Source: an optimization exercise on an open RTL-to-GDS flow (aim: small area, a short achievable clock period and few clock cycles per item). Production flows keep margins and buffers that such runs may drop.
No functional check of the RTL was part of any run shown here.
Power figures rest on the tool's default switching activity, not on a simulated workload.

<file path="flow/margin.txt">
6.55
</file>
<file path="constraint.sdc">
create_clock -name core_clock -period 10.0 [get_ports {i_clk}]
set_input_delay 2.0000 -clock core_clock [delete_from_list [all_inputs] [get_ports {i_clk}]]
set_output_delay 2.0000 -clock core_clock [all_outputs]
set_load 0.01 [all_outputs]
</file>
<file path="design.v">
`timescale 1ns / 1ps
package jmbq_pkg;
    localparam int NUM_BTN   = 5;
    localparam int BTN_IDX_W = $clog2(NUM_BTN);
    localparam int TIME_W   = 32;
    localparam int SAMPLE_W = 12;
    localparam int KEYS_W   = 4;
    localparam int MOVE_W   = 8;
    localparam int SPEED_W  = 7;
    localparam int DZ_W     = 11;
    localparam int MS_W     = 16;
    localparam int CLICK_W  = 2;
    localparam int NUM_W = SAMPLE_W + SPEED_W;
    localparam int IN_TDATA_W  = 64;
    localparam int OUT_TDATA_W = 32;
    localparam int IN_NOW_LSB   = 0;
    localparam int IN_SX_LSB    = IN_NOW_LSB + TIME_W;
    localparam int IN_SY_LSB    = IN_SX_LSB + SAMPLE_W;
    localparam int IN_STICK_LSB = IN_SY_LSB + SAMPLE_W;
    localparam int IN_KEYS_LSB  = IN_STICK_LSB + 1;
    localparam int IN_USED_W    = IN_KEYS_LSB + KEYS_W;
    localparam int OUT_MX_LSB    = 0;
    localparam int OUT_MY_LSB    = OUT_MX_LSB + MOVE_W;
    localparam int OUT_MV_LSB    = OUT_MY_LSB + MOVE_W;
    localparam int OUT_CLICK_LSB = OUT_MV_LSB + 1;
    localparam int OUT_DOWN_LSB  = OUT_CLICK_LSB + CLICK_W;
    localparam int OUT_UP_LSB    = OUT_DOWN_LSB + KEYS_W;
    localparam int OUT_USED_W    = OUT_UP_LSB + KEYS_W;
    localparam int CFG_IDX_W  = 3;
    localparam int CFG_DATA_W = 16;
    localparam logic [CFG_IDX_W-1:0] CFG_CENTER_X   = 3'd0;
    localparam logic [CFG_IDX_W-1:0] CFG_CENTER_Y   = 3'd1;
    localparam logic [CFG_IDX_W-1:0] CFG_DEADZONE   = 3'd2;
    localparam logic [CFG_IDX_W-1:0] CFG_TOP_SPEED  = 3'd3;
    localparam logic [CFG_IDX_W-1:0] CFG_DEBOUNCE   = 3'd4;
    localparam logic [CFG_IDX_W-1:0] CFG_LONG_PRESS = 3'd5;
    localparam logic [SAMPLE_W-1:0] RST_CENTER     = 12'd2048;
    localparam logic [DZ_W-1:0]     RST_DEADZONE   = 11'd50;
    localparam logic [SPEED_W-1:0]  RST_TOP_SPEED  = 7'd10;
    localparam logic [MS_W-1:0]     RST_DEBOUNCE   = 16'd30;
    localparam logic [MS_W-1:0]     RST_LONG_PRESS = 16'd1000;
    localparam logic [SAMPLE_W-1:0] AXIS_FULL_SCALE = 12'd2048;
    localparam logic [CLICK_W-1:0] CLICKS_PRESS = 2'd1;
    localparam logic [CLICK_W-1:0] CLICKS_LONG  = 2'd2;
endpackage
`timescale 1ns / 1ps
module joystick_mouse_button_qualifier_unit (
    input  logic                                i_clk,
    input  logic                                i_rst_n,
    input  logic                                s_axis_tvalid,
    output logic                                s_axis_tready,
    input  logic [jmbq_pkg::IN_TDATA_W-1:0]     s_axis_tdata,
    output logic                                m_axis_tvalid,
    input  logic                                m_axis_tready,
    output logic [jmbq_pkg::OUT_TDATA_W-1:0]    m_axis_tdata,
    input  logic                                i_cfg_we,
    input  logic [jmbq_pkg::CFG_IDX_W-1:0]      i_cfg_idx,
    input  logic [jmbq_pkg::CFG_DATA_W-1:0]     i_cfg_wdata
);
    localparam int NB = jmbq_pkg::NUM_BTN;
    localparam int TW = jmbq_pkg::TIME_W;
    localparam int SW = jmbq_pkg::SAMPLE_W;
    localparam int KW = jmbq_pkg::KEYS_W;
    localparam int PW = jmbq_pkg::SPEED_W;
    localparam int DW = jmbq_pkg::DZ_W;
    localparam int HW = jmbq_pkg::MS_W;
    localparam int AW = 19;
    localparam int MW = 32;
    localparam int BRW = 10;
    logic [SW-1:0] r_center_x, r_center_y;
    logic [DW-1:0] r_deadzone;
    logic [PW-1:0] r_top_speed;
    logic [HW-1:0] r_debounce_ms, r_long_press_ms;
    always_ff @(posedge i_clk) begin
        if (!i_rst_n) begin
            r_center_x      <= jmbq_pkg::RST_CENTER;
            r_center_y      <= jmbq_pkg::RST_CENTER;
            r_deadzone      <= jmbq_pkg::RST_DEADZONE;
            r_top_speed     <= jmbq_pkg::RST_TOP_SPEED;
            r_debounce_ms   <= jmbq_pkg::RST_DEBOUNCE;
            r_long_press_ms <= jmbq_pkg::RST_LONG_PRESS;
        end else if (i_cfg_we) begin
            case (i_cfg_idx)
                jmbq_pkg::CFG_CENTER_X:   r_center_x      <= i_cfg_wdata[SW-1:0];
                jmbq_pkg::CFG_CENTER_Y:   r_center_y      <= i_cfg_wdata[SW-1:0];
                jmbq_pkg::CFG_DEADZONE:   r_deadzone      <= i_cfg_wdata[DW-1:0];
                jmbq_pkg::CFG_TOP_SPEED:  r_top_speed     <= i_cfg_wdata[PW-1:0];
                jmbq_pkg::CFG_DEBOUNCE:   r_debounce_ms   <= i_cfg_wdata[HW-1:0];
                jmbq_pkg::CFG_LONG_PRESS: r_long_press_ms <= i_cfg_wdata[HW-1:0];
                default: ;
            endcase
        end
    end
    logic r_en, r_ready;
    logic r_out_valid, r_spare_valid;
    logic [jmbq_pkg::OUT_USED_W-1:0] r_out_data, r_spare_data;
    logic w_arrive;
    logic [jmbq_pkg::OUT_USED_W-1:0] w_result;
    assign s_axis_tready = r_ready;
    assign m_axis_tvalid = r_out_valid;
    assign m_axis_tdata  = {(jmbq_pkg::OUT_TDATA_W - jmbq_pkg::OUT_USED_W)'(0), r_out_data};
    logic          r_v0;
    logic [TW-1:0] r_now;
    logic [NB-1:0] r_raw;
    always_ff @(posedge i_clk) begin
        if (!i_rst_n) begin
            r_v0 <= 1'b0;
        end else if (r_en) begin
            r_v0 <= s_axis_tvalid;
        end
    end
    always_ff @(posedge i_clk) begin
        if (r_en) begin
            r_now <= s_axis_tdata[jmbq_pkg::IN_NOW_LSB +: TW];
            r_raw <= {s_axis_tdata[jmbq_pkg::IN_KEYS_LSB +: KW],
                      s_axis_tdata[jmbq_pkg::IN_STICK_LSB]};
        end
    end
    logic [NB-1:0] r_raw_last, r_stable;
    logic [TW-1:0] r_change_time [NB];
    logic [TW-1:0] r_press_start;
    logic          r_press_valid, r_long_done;
    logic [15:0] r_now_hm1;
    logic [16:0] r_w_deb, r_w_long;
    always_ff @(posedge i_clk) begin
        if (r_en) begin
            r_now_hm1 <= s_axis_tdata[31:16] - 16'd1;
            r_w_deb   <= {1'b1, s_axis_tdata[15:0]} - {1'b0, r_debounce_ms} - 17'd1;
            r_w_long  <= {1'b1, s_axis_tdata[15:0]} - {1'b0, r_long_press_ms};
        end
    end
    function automatic logic f_after(input logic [TW-1:0] now, input logic [15:0] now_hm1,
                                     input logic [16:0] w, input logic [TW-1:0] then);
        logic b16, g, lo, hi_zero;
        b16     = now[15:0] < then[15:0];
        g       = w[15:0] >= then[15:0];
        lo      = b16 ? (w[16] | g) : (w[16] & g);
        hi_zero = b16 ? (now_hm1 == then[31:16]) : (now[31:16] == then[31:16]);
        f_after = !hi_zero || lo;
    endfunction
    logic [NB-1:0] w_changed, w_acc;
    logic          w_long_hit, w_press;
    logic [1:0]    w_clicks;
    logic [KW-1:0] w_downs, w_ups;
    logic          w_step;
    assign w_step = r_en && r_v0;
    always_comb begin
        for (int b = 0; b < NB; b++) begin
            w_changed[b] = r_raw[b] != r_raw_last[b];
            w_acc[b]     = !w_changed[b] && (r_stable[b] != r_raw[b]) &&
                           f_after(r_now, r_now_hm1, r_w_deb, r_change_time[b]);
        end
        w_press    = w_acc[0] && r_raw[0];
        w_long_hit = !w_acc[0] && r_stable[0] && r_press_valid && !r_long_done &&
                     f_after(r_now, r_now_hm1, r_w_long, r_press_start);
        w_clicks   = {w_long_hit, w_press};
        w_downs    = w_acc[NB-1:1] & r_raw[NB-1:1];
        w_ups      = w_acc[NB-1:1] & ~r_raw[NB-1:1];
    end
    always_ff @(posedge i_clk) begin
        if (!i_rst_n) begin
            r_raw_last    <= '1;
            r_stable      <= '1;
            r_press_valid <= 1'b0;
            r_long_done   <= 1'b0;
        end else if (w_step) begin
            r_raw_last <= r_raw;
            for (int b = 0; b < NB; b++) begin
                if (w_acc[b]) r_stable[b] <= r_raw[b];
            end
            if (w_acc[0]) begin
                r_press_valid <= r_raw[0];
                r_long_done   <= 1'b0;
            end else if (w_long_hit) begin
                r_long_done <= 1'b1;
            end
        end
    end
    always_ff @(posedge i_clk) begin
        if (w_step) begin
            for (int b = 0; b < NB; b++) begin
                if (w_changed[b]) r_change_time[b] <= r_now;
            end
        end
    end
    always_ff @(posedge i_clk) begin
        if (!r_press_valid) r_press_start <= r_now;
    end
    logic [SW-1:0]  r_div;
    logic [11:0]    w_booth, r_booth_x, r_booth_yn;
    logic [8:0]     w_sp_ext;
    assign w_sp_ext = {1'b0, r_top_speed, 1'b0};
    always_comb begin
        for (int i = 0; i < 4; i++) begin
            w_booth[3*i+2] = w_sp_ext[2*i+2];
            w_booth[3*i+1] = (w_sp_ext[2*i+2] && !w_sp_ext[2*i+1] && !w_sp_ext[2*i]) ||
                             (!w_sp_ext[2*i+2] && w_sp_ext[2*i+1] && w_sp_ext[2*i]);
            w_booth[3*i]   = w_sp_ext[2*i+1] ^ w_sp_ext[2*i];
        end
    end
    always_ff @(posedge i_clk) begin
        r_div      <= 12'd2048 - {1'b0, r_deadzone};
        r_booth_x  <= w_booth;
        r_booth_yn <= ~w_booth;
    end
    function automatic logic [AW-1:0] f_mag(input logic [SW-1:0] s, input logic [SW-1:0] c);
        logic [SW:0]   a, b;
        logic [SW-1:0] mag;
        a   = {1'b0, s} - {1'b0, c};
        b   = {1'b0, c} - {1'b0, s};
        mag = a[SW] ? b[SW-1:0] : a[SW-1:0];
        f_mag = {!a[SW], 5'b0, mag[SW-1], mag};
    endfunction
    function automatic logic [AW-1:0] f_zone(input logic [AW-1:0] a, input logic [DW-1:0] dz,
                                             input logic [SW-1:0] dv);
        logic [SW:0]   e;
        logic [SW-1:0] m;
        e = {1'b0, a[SW-1:0]} - {2'b0, dz};
        if (a[SW])                   m = dv;
        else if (e[SW] || e == '0)   m = '0;
        else                         m = e[SW-1:0];
        f_zone = {a[AW-1], 6'b0, m};
    endfunction
    function automatic logic [MW-1:0] f_mul(input logic [AW-1:0] a, input logic [11:0] bd);
        logic [17:0] row [4];
        logic [13:0] m;
        logic [17:0] ext, s1, c1, s2, c2;
        logic [6:0]  lo;
        for (int i = 0; i < 4; i++) begin
            m = bd[3*i] ? {2'b0, a[SW-1:0]} : bd[3*i+1] ? {1'b0, a[SW-1:0], 1'b0} : 14'd0;
            if (bd[3*i+2]) m = ~m;
            ext = {{4{m[13]}}, m};
            row[i] = ext << (2 * i);
            if (i > 0) row[i][2*i-2] = bd[3*(i-1)+2];
        end
        s1 = row[0] ^ row[1] ^ row[2];
        c1 = ((row[0] & row[1]) | (row[0] & row[2]) | (row[1] & row[2])) << 1;
        s2 = s1 ^ c1 ^ row[3];
        c2 = ((s1 & c1) | (s1 & row[3]) | (c1 & row[3])) << 1;
        lo = {1'b0, s2[5:0]} + {1'b0, c2[5:0]};
        f_mul = {a[AW-1], s2[17:6], c2[17:6], lo};
    endfunction
    function automatic logic [AW-1:0] f_sum(input logic [MW-1:0] a);
        f_sum = {a[MW-1], a[30:19] + a[18:7] + {11'd0, a[6]}, a[5:0]};
    endfunction
    function automatic logic [AW-1:0] f_div(input logic [AW-1:0] a, input logic [DW-1:0] dz);
        logic [SW-1:0] t;
        logic [SW:0]   s;
        t = a[17:6];
        s = {1'b0, t} + {2'b01, dz};
        f_div = {a[AW-1], s[SW] ? s[10:0] : t[10:0], a[5:0], s[SW]};
    endfunction
    localparam int NST = 11;
    logic           r_vs [1:NST-1];
    logic [BRW-1:0] r_bs [1:NST-1];
    logic [AW-1:0]  r_xs [1:NST-1];
    logic [AW-1:0]  r_ys [1:NST-1];
    logic [AW-1:0]  w_xs [1:NST-1];
    logic [AW-1:0]  w_ys [1:NST-1];
    logic [SW-1:0]  r_sx, r_sy;
    always_ff @(posedge i_clk) begin
        if (r_en) begin
            r_sx <= s_axis_tdata[jmbq_pkg::IN_SX_LSB +: SW];
            r_sy <= s_axis_tdata[jmbq_pkg::IN_SY_LSB +: SW];
        end
    end
    logic [MW-1:0]  r_mx, r_my;
    always_comb begin
        w_xs[1] = f_mag(r_sx, r_center_x);
        w_ys[1] = f_mag(r_sy, r_center_y);
        w_xs[2] = f_zone(r_xs[1], r_deadzone, r_div);
        w_ys[2] = f_zone(r_ys[1], r_deadzone, r_div);
        w_xs[3] = '0;
        w_ys[3] = '0;
        w_xs[4] = f_sum(r_mx);
        w_ys[4] = f_sum(r_my);
        for (int k = 5; k < NST; k++) begin
            w_xs[k] = f_div(r_xs[k-1], r_deadzone);
            w_ys[k] = f_div(r_ys[k-1], r_deadzone);
        end
    end
    always_ff @(posedge i_clk) begin
        if (!i_rst_n) begin
            for (int k = 1; k < NST; k++) r_vs[k] <= 1'b0;
        end else if (r_en) begin
            r_vs[1] <= r_v0;
            for (int k = 2; k < NST; k++) r_vs[k] <= r_vs[k-1];
        end
    end
    always_ff @(posedge i_clk) begin
        if (r_en) begin
            r_bs[1] <= {w_ups, w_downs, w_clicks};
            for (int k = 2; k < NST; k++) r_bs[k] <= r_bs[k-1];
            for (int k = 1; k < NST; k++) begin
                if (k != 3) begin
                    r_xs[k] <= w_xs[k];
                    r_ys[k] <= w_ys[k];
                end
            end
            r_mx <= f_mul(r_xs[2], r_booth_x);
            r_my <= f_mul(r_ys[2], ~r_booth_yn);
        end
    end
    function automatic logic [7:0] f_move(input logic [AW-1:0] pre, input logic [AW-1:0] post);
        logic [6:0] hi, nhi;
        logic       b0;
        hi  = {1'b0, pre[5:0]};
        nhi = -hi;
        b0  = post[0];
        if (!post[AW-1])  f_move = {hi, b0};
        else if (b0)      f_move = {~hi, 1'b1};
        else              f_move = {nhi, 1'b0};
    endfunction
    logic [AW-1:0] w_xl, w_yl;
    logic [7:0]    w_mx, w_my;
    assign w_xl     = f_div(r_xs[NST-1], r_deadzone);
    assign w_yl     = f_div(r_ys[NST-1], r_deadzone);
    assign w_mx     = f_move(r_xs[NST-1], w_xl);
    assign w_my     = f_move(r_ys[NST-1], w_yl);
    assign w_arrive = r_en && r_vs[NST-1];
    assign w_result = {r_bs[NST-1],
                       (|r_xs[NST-1][5:0]) || w_xl[0] || (|r_ys[NST-1][5:0]) || w_yl[0],
                       w_my, w_mx};
    logic w_out_load, w_en_next;
    assign w_out_load = !r_out_valid || m_axis_tready;
    assign w_en_next  = !((r_out_valid && !m_axis_tready) && (r_spare_valid || w_arrive)) &&
                        !(r_spare_valid && w_arrive);
    always_ff @(posedge i_clk) begin
        if (!i_rst_n) begin
            r_out_valid   <= 1'b0;
            r_spare_valid <= 1'b0;
            r_en          <= 1'b1;
            r_ready       <= 1'b1;
        end else begin
            if (w_out_load) begin
                r_out_valid   <= r_spare_valid || w_arrive;
                r_spare_valid <= r_spare_valid && w_arrive;
            end else begin
                r_spare_valid <= r_spare_valid || w_arrive;
            end
            r_en    <= w_en_next;
            r_ready <= w_en_next;
        end
    end
    always_ff @(posedge i_clk) begin
        if (w_out_load) begin
            r_out_data <= r_spare_valid ? r_spare_data : w_result;
        end
        if (w_arrive && ((r_spare_valid && w_out_load) || (!r_spare_valid && !w_out_load))) begin
            r_spare_data <= w_result;
        end
    end
endmodule
</file>
<file path="standard.sh">
#!/bin/bash
# synth_recipe.tcl (not shown) runs the flow's synth.tcl, then flattens the netlist and writes it again
# the make line also repeats each setting of config.mk as NAME=value (left out here)
make -C /OpenROAD-flow-scripts/flow DESIGN_CONFIG=/design/flow/config.mk WORK_HOME=/design/flow/orfs CLKGATE_MAP_FILE= SYNTH_SCRIPT=/design/flow/synth_recipe.tcl "${@:-finish}"
</file>
<file path="flow/run.sh">
#!/bin/bash
# Standard synthesis and layout (the standard.sh, unchanged scripts); the
# only difference from the standard flow's own layout is a larger setup slack margin for
# ORFS's repair_timing steps, so that repair keeps improving paths past the
# point where they meet the (unchanged) 10 ns constraint.
set -euo pipefail
cd "$(dirname "$0")/.."
MARGIN=$(cat flow/margin.txt)
bash standard.sh synth > synth_make.log 2>&1
bash standard.sh SETUP_SLACK_MARGIN=$MARGIN finish > layout_make.log 2>&1
</file>
<file path="config.mk">
export PLATFORM = sky130hd
export DESIGN_NAME = joystick_mouse_button_qualifier_unit
export DESIGN_NICKNAME = joystick_mouse_button_qualifier_unit
export VERILOG_FILES = /design/flow/design.v
export SDC_FILE = /design/flow/constraint.sdc
export NUM_CORES = 4
export LEC_CHECK = 0
export CAP_MARGIN = 20
export CORE_MARGIN = 2
export CORE_UTILIZATION = 40
export CTS_CLUSTER_DIAMETER = 132
export CTS_CLUSTER_SIZE = 24
export SLEW_MARGIN = 20
</file>
==> impl_metrics.toml, run 1 <==
[placed_design]
gp_congestion = 0.899
io_buffers = 113
dpl.hpwl_um = 83300
post-place-cells = 6382

[worst_hold_path]
worstHoldStart = "r_top_speed[0]$_SDFFE_PN0P_"
hold_class = "flop to flop"

[layout]
drive_above_1_share = 0.143
nets = 5489
multi_input_area_um2 = 25000
fillers = 12000
area_growth_pct = 14.9
most-common-layout-cells = "839 x edfxtp_1, 457 x inv_1, 449 x ha_1"
stdcell_count = 6641
mostFrequentLayoutCell = "edfxtp_1"
ff_latch_area_um2 = 27900
antenna_cells = 0
fin_util = 0.461

[yosys]
synth_top_family_by_area = "adder cells"
ys_ff_latch = 973
syn_avg_cell_area_um2 = 11.7
netlist_area_um2 = 53400
async_flop_share = 0
ys_types = 80
syn_inst = 4576
synth_xor_area_frac = 0.0559
yosysWarnings = 10
yosysSeqAreaShare = 0.522
synth_ff_type = "edfxtp_1"
synth_compound_area_frac = 0.117
synthAdderAreaFrac = 0.141
synth_mux_area_frac = 0.0404
synth_edf_count = 839
yosys.area_share.simple = 0.0821

[clocking]
cts_num_sinks = 973
cts_root_buf = "clkbuf_16"
cts.htree.levels = 2
cts_tree = "done"
clock_latency_ns = 0.68
cts_buffer_depth = 3
cts.clk_slew.worst_paths_ns = 0.10
cts_made_buffers = 46

[run]
drv_cap = 0

[routing]
num_vias = 34900
firstDrtPassIters = 8
ant_nets = 0
drtIter0Drc = 2782
detail_route.wl_per_cell_um = 18.5
drt-total-wl_um = 123000
route.detailed.drc = 0
vias_per_cell = 5.25

[critical_path]
worst_path_max_delay_cell = "or4b_4"
startpoint_type = "flop"
crit_path_cell_trace = "ha_4, nand4_1, a211oi_2, o21ai_2, buf_4, a21oi_1, o311ai_1, a2111o_1, or4b_4, or3_4, and4b_2"
critPathMaxStageDelay_ns = 0.56
critPathKind = "flop to flop"
critPathBufInv = 1
cp_max_fo = 4
critPathArrivalTime_ns = 4.24
worstReg2RegStart = "r_now[15]$_DFFE_PP_"
endpoint_kind = "flop"
cp_top_family = "simple AND/OR/NAND/NOR gates"
required_ns = 10.45
cp-startpoint = "r_now[15]$_DFFE_PP_"

[timing]
period_minus_slack_ns = 3.78
finalSetupViolCount = 0
hold_viol = 0
tightest_slew_ns = 1.19
finClkSkew_ns = 0.0240
maxSlewHeadroom = 0.204
fmax_mhz = 264
tns_ns = 0
min_period_over_period = 0.378
finalMaxSlewViolations = 0
rsz0062_at_grt = "true"

[die]
ios = 122
rows = 134
die_y_um = 369
start_util = 0.402
fp.dieW_um = 369
core-area_um2 = 133000
die_area_um2 = 136000

[pwr]
p_leak_nw = 24.6
ir_worst_vdd_uv = 123
power_density_nw_per_um2 = 209

[global_route]
grtUsageTotal = 0.175
grt_first_pass_wirelength_um = 189000
grt_pass1_vias = 34100
antenna_found_initial = 3
grt_max_degree = 189
gr-total-overflow = 0

[status]
status = "no timing/DRC/antenna violations"
[per-stage QoR]
stage	instance area (um2)	hold slack (ns)	power (mW)	setup slack [ns]
after floorplan	53600	0.351	9.27	3.68
after global placement	56900	0.367	10.2	4.86
after detailed placement	56900	0.374	10.3	4.79
after CTS	59600	0.383	12.7	6.25
after global routing	61300	0.388	13.8	6.09
final	61300	0.382	12.8	6.22
[logic make-up after synthesis]
family	after synthesis
other	1
buffers and inverters	587
AOI/OAI and AO/OA	970
DFF	973
muxes	197
adders and majority gates	557
and+or+nand+nor	950
xor gates and xnor gates	341
[Yosys cell counts (17+ instances only)]
| library cell | count | share of area |
|---|---|---|
| clkbuf_1 | 97 | 0.0068 |
| fa_1 | 74 | 0.028 |
| edfxtp_1 | 839 | 0.47 |
| nor4_1 | 23 | 0.0027 |
| mux2i_1 | 49 | 0.0092 |
| a21o_1 | 82 | 0.012 |
| o211ai_1 | 25 | 0.0035 |
| a221oi_1 | 17 | 0.0028 |
| nand2_1 | 379 | 0.027 |
| a22o_1 | 20 | 0.0033 |
| nand4_1 | 33 | 0.0039 |
| o21a_1 | 28 | 0.0039 |
| a22oi_1 | 25 | 0.0035 |
| xor2_1 | 92 | 0.015 |
| a21boi_0 | 53 | 0.0075 |
| o22ai_1 | 31 | 0.0036 |
| xnor2_1 | 249 | 0.041 |
| a211oi_1 | 36 | 0.0051 |
| a21oi_1 | 232 | 0.022 |
| nand3_1 | 54 | 0.0051 |
| ha_1 | 483 | 0.11 |
| nor3_1 | 82 | 0.0077 |
| nand2b_1 | 27 | 0.0032 |
| o21ai_0 | 259 | 0.024 |
| inv_1 | 461 | 0.032 |
| a31oi_1 | 17 | 0.0020 |
| nor2_1 | 206 | 0.014 |
| nand3b_1 | 21 | 0.0030 |
| mux2_2 | 148 | 0.031 |
| dfxtp_1 | 134 | 0.050 |
| nor2b_1 | 56 | 0.0066 |
[flip-flops by register name, summed over array words and instances (netlist names), 16 cells and up]
| register | cells |
|---|---|
| r_my | 32 |
| r_long_press_ms | 16 |
| r_ys | 159 |
| r_out_data | 27 |
| r_mx | 32 |
| r_xs | 159 |
| r_now | 32 |
| r_change_time | 160 |
| r_w_deb | 17 |
| r_debounce_ms | 16 |
| r_w_long | 17 |
| r_spare_data | 27 |
| r_press_start | 32 |
| r_now_hm1 | 16 |
| r_bs | 100 |
[where the power goes]
part	internal, mW	switching (mW)
logic	2.33	2.22
clock network	0.888	1.31
registers	5.59	0.505
total	8.81	4.04
[what timing repair did]
action	in CTS	in global routing
hold buffers	0	0
setup buffers	91	76
endpoints found under the hold margin	0	0
pin swaps	78	102
gates cloned	3	10
resized for setup	228	250
setup endpoints to repair	253	196
[final timing paths]
kind,endpoint,slack (ns),cells past startpoint
setup / recovery,r_bs[1][5]$_DFFE_PP_,6.22,11
hold / removal,r_booth_x[0]$_DFF_P_,0.38,0
setup reg to reg,r_bs[1][5]$_DFFE_PP_,6.22,11
hold reg to reg,r_booth_x[0]$_DFF_P_,0.38,0
[per-layer routing]
metal | up-vias | share of wire | global-route usage
met1 | 16900 | 0.46 | 0.243
met3 | 160 | 0.048 | 0.0218
met5 | - | 0.00011 | 0
met4 | 2 | 0.025 | 0.0471
met2 | 779 | 0.47 | 0.289
li1 | 17100 | - | -
[cell type report]
cell class | count | share of cell area
tap | 1768 | 0.0361
clock buffer | 73 | 0.0206
multi-input combinational | 3023 | 0.408
clock inverter | 4 | 0.00110
inverter | 465 | 0.0288
sequential | 973 | 0.455
timing repair buffer | 335 | 0.0512
==> run 2, diff against run 1 <==
--- a/design.v
+++ b/design.v
@@ -67,3 +67,3 @@
     localparam int AW = 19;
-    localparam int MW = 32;
+    localparam int MW = 26;
     localparam int BRW = 10;
@@ -227,3 +227,3 @@
         logic [17:0] ext, s1, c1, s2, c2;
-        logic [6:0]  lo;
+        logic [12:0] lo;
         for (int i = 0; i < 4; i++) begin
@@ -239,7 +239,7 @@
         c2 = ((s1 & c1) | (s1 & row[3]) | (c1 & row[3])) << 1;
-        lo = {1'b0, s2[5:0]} + {1'b0, c2[5:0]};
-        f_mul = {a[AW-1], s2[17:6], c2[17:6], lo};
+        lo = {1'b0, s2[11:0]} + {1'b0, c2[11:0]};
+        f_mul = {a[AW-1], s2[17:12], c2[17:12], lo};
     endfunction
     function automatic logic [AW-1:0] f_sum(input logic [MW-1:0] a);
-        f_sum = {a[MW-1], a[30:19] + a[18:7] + {11'd0, a[6]}, a[5:0]};
+        f_sum = {a[MW-1], a[24:19] + a[18:13] + {5'd0, a[12]}, a[11:0]};
     endfunction
@@ -252,3 +252,3 @@
     endfunction
-    localparam int NST = 11;
+    localparam int NST = 10;
     logic           r_vs [1:NST-1];
@@ -274,4 +274,4 @@
         w_ys[3] = '0;
-        w_xs[4] = f_sum(r_mx);
-        w_ys[4] = f_sum(r_my);
+        w_xs[4] = f_div(f_sum(r_mx), r_deadzone);
+        w_ys[4] = f_div(f_sum(r_my), r_deadzone);
         for (int k = 5; k < NST; k++) begin
==> run 2 against run 1 <==
First-iteration DRC count decreased by 16%. Sequential share of layout area fell by 0.91 points. Critical path depth grew 2. Die area fell by 3.7%. Final area decreased by 4.5%. Total power grew 3.7%. Setup slack better by 0.096 ns. Clock power is 6% lower. Non-clock buffer count fell by 14. Utilization decreased by 0.18 points. Synthesized cell count shrank 2.2%. Largest power group unchanged.
==> impl_metrics.toml, run 2 <==
[clocking]
cts.clk_slew.worst_paths_ns = 0.10
clock_latency_ns = 0.68
cts.htree.levels = 2
cts_tree = "done"
cts_buffer_depth = 3
cts_num_sinks = 912
cts_made_buffers = 44
cts_root_buf = "clkbuf_16"

[global_route]
antenna_found_initial = 2
grt_pass1_vias = 32900
grtUsageMet1 = 0.235
grtUsageMet2 = 0.281
gr-total-overflow = 0
grt_max_degree = 161
grtUsageTotal = 0.169
use_met3 = 0.0164
grt_busiest_layer = "met2"
grt_first_pass_wirelength_um = 178000

[placed_design]
post-place-cells = 6168
dpl.hpwl_um = 77400
io_buffers = 113
gp_congestion = 0.873

[layout]
stdcell_count = 6413
drive_above_1_share = 0.130
mostFrequentLayoutCell = "edfxtp_1"
reg.largest.list = "r_change_time x160, r_xs x140, r_ys x140"
area_growth_pct = 14.0
largest_reg_flops = 160
fillers = 11600
nets = 5366
ff_latch_area_um2 = 26100
multi_input_area_um2 = 24500
most-common-layout-cells = "779 x edfxtp_1, 462 x inv_1, 456 x ha_1"
largest_register = "r_change_time"

[timing]
fin_hold_ws_ns = 0.397
tns_ns = 0
period_minus_slack_ns = 3.69
finalMaxSlewViolations = 0
min_period_over_period = 0.369
fmax_mhz = 271
maxSlewHeadroom = 0.290
hold_viol = 0
finalSetupViolCount = 0
rsz0062_at_grt = "true"
finClkSkew_ns = 0.0268
tightest_slew_ns = 1.06

[pwr]
power_density_nw_per_um2 = 227
internal_power_mw = 8.92
p_sw_mw = 4.41
power_frac_comb = 0.417
p_leak_nw = 23.9
clock_power_share = 0.155
pwr-share-seq = 0.428
p_sw_frac = 0.331
ir_worst_vdd_uv = 157

[yosys]
syn_avg_cell_area_um2 = 11.5
synth_edf_count = 779
yosysSeqAreaShare = 0.507
synth.most_common_cell = "edfxtp_1"
synth_top_family_by_area = "adder cells"
synth_compound_area_frac = 0.117
yosys.area_share.simple = 0.0833
netlist_area_um2 = 51400
ys_types = 91
synth_mux_area_frac = 0.0381
synthAdderAreaFrac = 0.146
yosysWarnings = 10
synth_ff_type = "edfxtp_1"
synthTopCellsByCount = "779 x edfxtp_1, 483 x ha_1, 465 x inv_1"
ys_ff_latch = 912
syn_inst = 4475
synth_area_leaders = "edfxtp_1 46%, ha_1 12%, dfxtp_1 5.2%"
async_flop_share = 0
synth_top_area_frac = 0.455
synth_xor_area_frac = 0.0636
synth_area_leader_cell = "edfxtp_1"

[routing]
drt-total-wl_um = 114000
num_vias = 33500
firstDrtPassIters = 6
ant_nets = 0
vias_per_cell = 5.22
route.detailed.drc = 0
detail_route.wl_per_cell_um = 17.7
drtIter0Drc = 2335

[critical_path]
r2r_setup_slack_ns = 6.46
crit_path_cell_trace = "buf_12, ha_4, fa_2, a21oi_2, nor2_1, nor2_2, o21bai_1, a21oi_2, o21bai_1, a41o_1, o41ai_4, o21a_1, o21ai_1"
critPathMaxStageDelay_ns = 0.34
required_ns = 10.43
critPathKind = "input port to flop"
worst_path_max_delay_cell = "fa_2"
cp_max_fo = 3
startpoint_type = "input port"
critPathArrivalTime_ns = 4.11
endpoint_kind = "flop"
critPathBufInv = 1
cp_top_family = "compound AO/OA/AOI/OAI gates"

[die]
die_area_um2 = 131000
core-area_um2 = 128000
start_util = 0.403
ios = 122
fp.dieW_um = 362
die_y_um = 362
rows = 131

[run]
drv_cap = 0

[worst_hold_path]
hold_class = "flop to flop"

[status]
status = "no timing/DRC/antenna violations"
## run 2: changes by cell type in the layout (fill, tap and decap cells not counted), moves of 15 or more
cell / delta
a21oi_1: +28
edfxtp_1: -60
buf_6: -18
xnor2_1: +21
mux2_2: -19
o21ai_0: -23
o21ai_2: -15
nor2_1: -23
## run 2: kinds of logic after synthesis
group | count (synthesis)
other cells | 1
fa+ha+maj | 557
xor+xnor | 373
buf+inv | 598
compound gates | 939
simple gates | 915
flops | 912
mux | 180
## run 2: stage by stage
step	power [mW]	setup WS (ns)	util	cell area (um2)
after floorplan	9.66	4.03	-	51800
after global placement	10.6	4.77	0.429	54700
after detailed placement	10.8	4.73	0.429	54800
after CTS	13.1	6.37	0.451	57500
after global routing	14.4	6.21	0.460	58600
final	13.3	6.31	0.460	58600
## run 2: per-layer routing
layer	wire length (um)	vias up
li1	-	16500
met1	53800	16200
met2	52400	657
met3	4620	152
met4	2960	0
met5	0	-
## run 2: power by group through the flow
stage          clock network, mW  logic, mW  registers (mW)
2_1_floorplan                  0       4.06            5.60
3_3_place_gp                   0       4.86            5.79
3_5_place_dp                   0       4.97            5.81
4_1_cts                     2.15       5.29            5.70
5_1_grt                     2.26       6.31            5.79
6_report                    2.07       5.56            5.70
## run 2: final cells by class
class                      instances  area share
sequential                       912       0.446
multi-input combinational       2971       0.417
timing repair buffer             321      0.0491
tap                             1662      0.0355
inverter                         471      0.0306
clock buffer                      70      0.0205
clock inverter                     5     0.00134
antenna                            1   0.0000427
## run 2: repair_timing
| item | 4_1_cts | 5_1_grt |
|---|---|---|
| endpoints found under the setup margin | 501 | 395 |
| gates resized for setup | 210 | 170 |
| cloned | 2 | 5 |
| endpoints found under the hold margin | 0 | 0 |
| pin swaps | 64 | 68 |
| setup buffers | 106 | 53 |
| hold buffers | 0 | 0 |
## run 2: final timing paths
kind                                       startpoint               endpoint  cells after the start
worst max-delay path                  s_axis_tdata[0]  r_w_deb[16]$_DFFE_PP_                     13
worst min-delay path             r_bs[8][7]$_DFFE_PP_   r_bs[9][7]$_DFFE_PP_                      0
worst max register to register  r_booth_yn[0]$_DFF_P_     r_my[11]$_DFFE_PP_                     17
worst min register to register   r_bs[8][7]$_DFFE_PP_   r_bs[9][7]$_DFFE_PP_                      0
==> run 3, diff against run 2 <==
--- a/design.v
+++ b/design.v
@@ -122,19 +122,21 @@
     logic          r_press_valid, r_long_done;
-    logic [15:0] r_now_hm1;
-    logic [16:0] r_w_deb, r_w_long;
-    always_ff @(posedge i_clk) begin
-        if (r_en) begin
-            r_now_hm1 <= s_axis_tdata[31:16] - 16'd1;
-            r_w_deb   <= {1'b1, s_axis_tdata[15:0]} - {1'b0, r_debounce_ms} - 17'd1;
-            r_w_long  <= {1'b1, s_axis_tdata[15:0]} - {1'b0, r_long_press_ms};
-        end
-    end
-    function automatic logic f_after(input logic [TW-1:0] now, input logic [15:0] now_hm1,
-                                     input logic [16:0] w, input logic [TW-1:0] then);
-        logic b16, g, lo, hi_zero;
-        b16     = now[15:0] < then[15:0];
-        g       = w[15:0] >= then[15:0];
-        lo      = b16 ? (w[16] | g) : (w[16] & g);
-        hi_zero = b16 ? (now_hm1 == then[31:16]) : (now[31:16] == then[31:16]);
-        f_after = !hi_zero || lo;
+    function automatic logic f_after(input logic [TW-1:0] now, input logic [TW-1:0] then,
+                                     input logic [HW-1:0] lim, input logic or_eq);
+        logic [15:0] nl, nh, tl, th, x, y, hx, hc;
+        logic        b16, lo, eq0, eq1;
+        logic [17:0] s;
+        nl  = now[15:0];
+        nh  = now[31:16];
+        tl  = ~then[15:0];
+        th  = ~then[31:16];
+        b16 = nl < then[15:0];
+        x   = nl ^ tl ^ ~lim;
+        y   = (nl & tl) | (nl & ~lim) | (tl & ~lim);
+        s   = {2'b0, x} + {1'b0, y, or_eq} + 18'd1;
+        lo  = b16 ? (s[17] | s[16]) : s[17];
+        eq0 = (nh == then[31:16]);
+        hx  = nh ^ th;
+        hc  = {nh[14:0] | th[14:0], 1'b0};
+        eq1 = (hx == hc);
+        f_after = !(b16 ? eq1 : eq0) || lo;
     endfunction
@@ -150,3 +152,3 @@
             w_acc[b]     = !w_changed[b] && (r_stable[b] != r_raw[b]) &&
-                           f_after(r_now, r_now_hm1, r_w_deb, r_change_time[b]);
+                           f_after(r_now, r_change_time[b], r_debounce_ms, 1'b0);
         end
@@ -154,3 +156,3 @@
         w_long_hit = !w_acc[0] && r_stable[0] && r_press_valid && !r_long_done &&
-                     f_after(r_now, r_now_hm1, r_w_long, r_press_start);
+                     f_after(r_now, r_press_start, r_long_press_ms, 1'b1);
         w_clicks   = {w_long_hit, w_press};
@@ -205,19 +207,20 @@
     end
-    function automatic logic [AW-1:0] f_mag(input logic [SW-1:0] s, input logic [SW-1:0] c);
-        logic [SW:0]   a, b;
-        logic [SW-1:0] mag;
-        a   = {1'b0, s} - {1'b0, c};
-        b   = {1'b0, c} - {1'b0, s};
-        mag = a[SW] ? b[SW-1:0] : a[SW-1:0];
-        f_mag = {!a[SW], 5'b0, mag[SW-1], mag};
-    endfunction
-    function automatic logic [AW-1:0] f_zone(input logic [AW-1:0] a, input logic [DW-1:0] dz,
-                                             input logic [SW-1:0] dv);
-        logic [SW:0]   e;
+    function automatic logic [AW-1:0] f_zone(input logic [SW-1:0] s, input logic [SW-1:0] c,
+                                             input logic [DW-1:0] dz, input logic [SW-1:0] dv);
+        logic [SW+1:0] ea, eb, ea1, eb1;
+        logic          neg, zero, big;
         logic [SW-1:0] m;
-        e = {1'b0, a[SW-1:0]} - {2'b0, dz};
-        if (a[SW])                   m = dv;
-        else if (e[SW] || e == '0)   m = '0;
-        else                         m = e[SW-1:0];
-        f_zone = {a[AW-1], 6'b0, m};
+        ea  = {2'b0, s} - {2'b0, c} - {3'b0, dz};
+        eb  = {2'b0, c} - {2'b0, s} - {3'b0, dz};
+        ea1 = {2'b0, s} + ~{2'b0, c} + ~{3'b0, dz} + 14'd1;
+        eb1 = {2'b0, c} + ~{2'b0, s} + ~{3'b0, dz} + 14'd1;
+        neg = s < c;
+        big = neg ? (c[SW-1] && !s[SW-1] && (c[SW-2:0] >= s[SW-2:0]))
+                  : (s[SW-1] && !c[SW-1] && (s[SW-2:0] >= c[SW-2:0]));
+        zero = neg ? eb1[SW+1] : ea1[SW+1];
+        if (big)        m = dv;
+        else if (zero)  m = '0;
+        else if (neg)   m = eb[SW-1:0];
+        else            m = ea[SW-1:0];
+        f_zone = {!neg, 6'b0, m};
     endfunction
@@ -252,3 +255,3 @@
     endfunction
-    localparam int NST = 10;
+    localparam int NST = 9;
     logic           r_vs [1:NST-1];
@@ -268,11 +271,9 @@
     always_comb begin
-        w_xs[1] = f_mag(r_sx, r_center_x);
-        w_ys[1] = f_mag(r_sy, r_center_y);
-        w_xs[2] = f_zone(r_xs[1], r_deadzone, r_div);
-        w_ys[2] = f_zone(r_ys[1], r_deadzone, r_div);
-        w_xs[3] = '0;
-        w_ys[3] = '0;
-        w_xs[4] = f_div(f_sum(r_mx), r_deadzone);
-        w_ys[4] = f_div(f_sum(r_my), r_deadzone);
-        for (int k = 5; k < NST; k++) begin
+        w_xs[1] = f_zone(r_sx, r_center_x, r_deadzone, r_div);
+        w_ys[1] = f_zone(r_sy, r_center_y, r_deadzone, r_div);
+        w_xs[2] = '0;
+        w_ys[2] = '0;
+        w_xs[3] = f_div(f_sum(r_mx), r_deadzone);
+        w_ys[3] = f_div(f_sum(r_my), r_deadzone);
+        for (int k = 4; k < NST; k++) begin
             w_xs[k] = f_div(r_xs[k-1], r_deadzone);
@@ -294,3 +295,3 @@
             for (int k = 1; k < NST; k++) begin
-                if (k != 3) begin
+                if (k != 2) begin
                     r_xs[k] <= w_xs[k];
@@ -299,4 +300,4 @@
             end
-            r_mx <= f_mul(r_xs[2], r_booth_x);
-            r_my <= f_mul(r_ys[2], ~r_booth_yn);
+            r_mx <= f_mul(r_xs[1], r_booth_x);
+            r_my <= f_mul(r_ys[1], ~r_booth_yn);
         end
==> flow/run.sh (replaced) <==
#!/bin/bash
# Standard synthesis and layout (the standard.sh, unchanged scripts); the
# differences from the standard flow's own layout are a larger setup slack margin for
# ORFS's repair_timing steps, so that repair keeps improving paths past the
# point where they meet the (unchanged) 10 ns constraint, and a plain buffer
# (sky130_fd_sc_hd__buf_2) as the cell that buffers every port.
set -euo pipefail
cd "$(dirname "$0")/.."
MARGIN=$(cat flow/margin.txt)
bash standard.sh synth > synth_make.log 2>&1
bash standard.sh SETUP_SLACK_MARGIN=$MARGIN "BUFFER_PORTS_ARGS=-buffer_cell sky130_fd_sc_hd__buf_2" finish > layout_make.log 2>&1
==> flow/margin.txt (replaced) <==
6.6
==> run 3 against run 2 <==
Final area shrank 2.4%. Non-clock buffer count grew 14. Sequential power shrank 11%. Global-route usage grew 0.85 points. Fmax grew 6.0%. Critical path depth grew 2. Utilization shrank 0.31 points. Combinational power shrank 11%. First-iteration DRC count shrank 22%. Synthesized cell count shrank 4.6%. Critical path type is now flop to flop. Largest cell class is now multi-input combinational cells.
==> impl_metrics.toml, run 3 <==
[status]
status = "no timing/DRC/antenna violations"

[pwr]
power_density_nw_per_um2 = 209
ir_worst_vdd_uv = 173
pwr-share-seq = 0.425
p_sw_frac = 0.336
p_leak_nw = 23.0
p_sw_mw = 4.01
power_frac_comb = 0.412
internal_power_mw = 7.94
clock_power_share = 0.163

[critical_path]
r2r_cells = 15
required_ns = 10.53
cp-startpoint = "r_now[1]$_DFFE_PP_"
r2r_setup_slack_ns = 6.52
critPathBufInv = 5
startpoint_type = "flop"
worst_path_max_delay_cell = "a311o_1"
cpMostUsedCell = "buf_4"
path_depth = 15
worstReg2RegStart = "r_now[1]$_DFFE_PP_"
endpoint_kind = "flop"
crit_path_cell_trace = "buf_12, buf_4, buf_12, buf_4, ha_1, nor2b_1, nor3_1, o21ai_1, a31o_1, a311o_1, nor4_2, buf_4, a21oi_4, a31o_1, a21o_1"
critPathArrivalTime_ns = 4.01
cp_top_family = "compound AO/OA/AOI/OAI gates"
critPathMaxStageDelay_ns = 0.52
critPathKind = "flop to flop"
cp_max_fo = 7
r2r-end = "r_stable[4]$_SDFFE_PN1P_"
cp-endpoint = "r_stable[4]$_SDFFE_PN1P_"

[yosys]
synth.most_common_cell = "edfxtp_1"
synthTopCellsByCount = "693 x edfxtp_1, 572 x ha_1, 376 x inv_1"
yosysWarnings = 10
syn_inst = 4267
synth_edf_count = 693
synth_ff_type = "edfxtp_1"
synth_area_leader_cell = "edfxtp_1"
yosysSeqAreaShare = 0.466
netlist_area_um2 = 50300
synth_area_leaders = "edfxtp_1 41%, ha_1 14%, fa_1 8.3%"
async_flop_share = 0
synth_top_area_frac = 0.414
ys_ff_latch = 825
syn_avg_cell_area_um2 = 11.8
ys_types = 85

[layout]
reg.largest.list = "r_change_time x160, r_xs x127, r_ys x127"
antenna_cells = 0
nets = 5419
ff_latch_area_um2 = 23500
largest_register = "r_change_time"
drive_above_1_share = 0.160
most-common-layout-cells = "693 x edfxtp_1, 548 x ha_1, 347 x inv_1"
multi_input_area_um2 = 26200
area_growth_pct = 13.7
mostFrequentLayoutCell = "edfxtp_1"
stdcell_count = 6233
largest_reg_flops = 160
fillers = 11400

[timing]
maxSlewHeadroom = 0.260
finClkSkew_ns = 0.0360
tightest_slew_ns = 1.10
fmax_mhz = 288
finalSetupViolCount = 0
hold_viol = 0
tns_ns = 0
finalMaxSlewViolations = 0
rsz0062_at_grt = "true"
period_minus_slack_ns = 3.48
min_period_over_period = 0.348

[global_route]
grtUsageTotal = 0.178
grt_pass1_vias = 32000
grt_first_pass_wirelength_um = 179000
grt_max_degree = 83
gr-total-overflow = 0
antenna_found_initial = 8

[die]
core-area_um2 = 125000
rows = 130
ios = 122
fp.dieW_um = 359
die_y_um = 359
die_area_um2 = 129000
start_util = 0.402

[placed_design]
post-place-cells = 5973
gp_congestion = 0.850
io_buffers = 113
dpl.hpwl_um = 80900

[clocking]
cts_buffer_depth = 3
cts.htree.levels = 2
cts_root_buf = "clkbuf_16"
cts_made_buffers = 41
clock_latency_ns = 0.66
cts.clk_slew.worst_paths_ns = 0.10
cts_tree = "done"
cts_num_sinks = 825

[worst_hold_path]
hold_class = "flop to flop"

[routing]
drtIter0Drc = 1821
ant_nets = 0
detail_route.wl_per_cell_um = 18.4
route.detailed.drc = 0
drt-total-wl_um = 114000
vias_per_cell = 5.14
firstDrtPassIters = 5
num_vias = 32100

[run]
drv_cap = 0
[run 3: worst min path at each step]
stage,startpoint,endpoint,cells after the start
floorplan,r_top_speed[0]$_SDFFE_PN0P_,r_booth_x[0]$_DFF_P_,0
global placement,r_top_speed[0]$_SDFFE_PN0P_,r_booth_x[0]$_DFF_P_,0
detailed placement,r_top_speed[0]$_SDFFE_PN0P_,r_booth_x[0]$_DFF_P_,0
CTS,r_top_speed[0]$_SDFFE_PN0P_,r_booth_x[0]$_DFF_P_,0
global route,r_top_speed[0]$_SDFFE_PN0P_,r_booth_x[0]$_DFF_P_,0
finish,r_top_speed[0]$_SDFFE_PN0P_,r_booth_x[0]$_DFF_P_,0
[run 3: final cells by class]
class                   count  share of cell area
inverters                 383              0.0268
clock inverters             6             0.00131
repair buffers            335              0.0459
multi-input cells        2964               0.458
flip-flops and latches    825               0.411
well taps                1650              0.0361
clock buffers              70              0.0202
[run 3: cells by family (layout without fill, tap and decap cells)]
group	count (synthesis)	in the layout	share of synthesized area
DFF	825	825	0.466
buffers and inverters	485	794	0.0373
AOI/OAI and AO/OA	885	887	0.110
and+or+nand+nor	832	833	0.0770
xor gates and xnor gates	367	367	0.0639
muxes	91	91	0.0196
adders and majority gates	781	781	0.226
other	1	5	0.0000746
[run 3: timing repair]
action                                  CTS  global route
gates resized for setup                 172           155
setup buffers                            94            84
endpoints found under the setup margin  297           109
hold buffers                              0             0
pin swaps                                40            99
gates cloned                              1             3
[run 3: routing by layer]
metal  part of all wire  vias to the layer above  track usage  routed length, um
li1                   -                    15800            -                  -
met1               0.46                    15600        0.240              52400
met2               0.47                      510        0.301              54200
met3              0.041                      148       0.0224               4670
met4              0.027                       14       0.0481               3040
met5            0.00066                        -            0                 76
[run 3: stage by stage]
step	area (um2)	worst slack, ns	total power [mW]	util	hold WS, ns
5_1_grt	57200	6.42	12.9	0.457	0.400
3_5_place_dp	53200	5.42	9.67	0.424	0.370
2_1_floorplan	50700	4.72	8.77	-	0.344
6_report	57200	6.52	12.0	0.457	0.383
4_1_cts	55800	6.56	11.8	0.445	0.383
3_3_place_gp	53200	5.44	9.54	0.424	0.362
[run 3: power by group through the flow]
stage | Clock, mW | Combinational (mW) | Sequential [mW]
finish | 1.95 | 4.93 | 5.08
global route | 2.14 | 5.59 | 5.16
CTS | 2.03 | 4.69 | 5.08
detailed placement | 0 | 4.49 | 5.17
global placement | 0 | 4.39 | 5.15
floorplan | 0 | 3.71 | 5.06

## what the ideal ports hide
In the flow no input, the clock included, has a driving cell. The finished layouts below were timed again as built, in two steps.
Step 1, drivers: a clkbuf_16 drives i_clk and a buf_2 each remaining input, both assumed.
Step 2 moves the port delays by t, midway between the first and last clock arrival at a register: inputs arrive t later, outputs are due t later. That takes back most of the time a late clock gives input paths.
a / b / c = no drivers / after step 1 / after step 2; a / b = the first two.
run	shift t [ns]	slack for setup (ns)	cell pins on the clock port's net
run 1	0.750	6.216 / 6.217 / 5.535	1
run 2	0.737	6.313 / 6.341 / 5.604	1
run 3	0.710	6.523 / 6.523 / 6.173	1
After both steps every run listed still meets setup and hold. For run 2, which loses most, drivers alone change the setup slack by +0.028 ns; drivers and shift together by -0.709 ns.
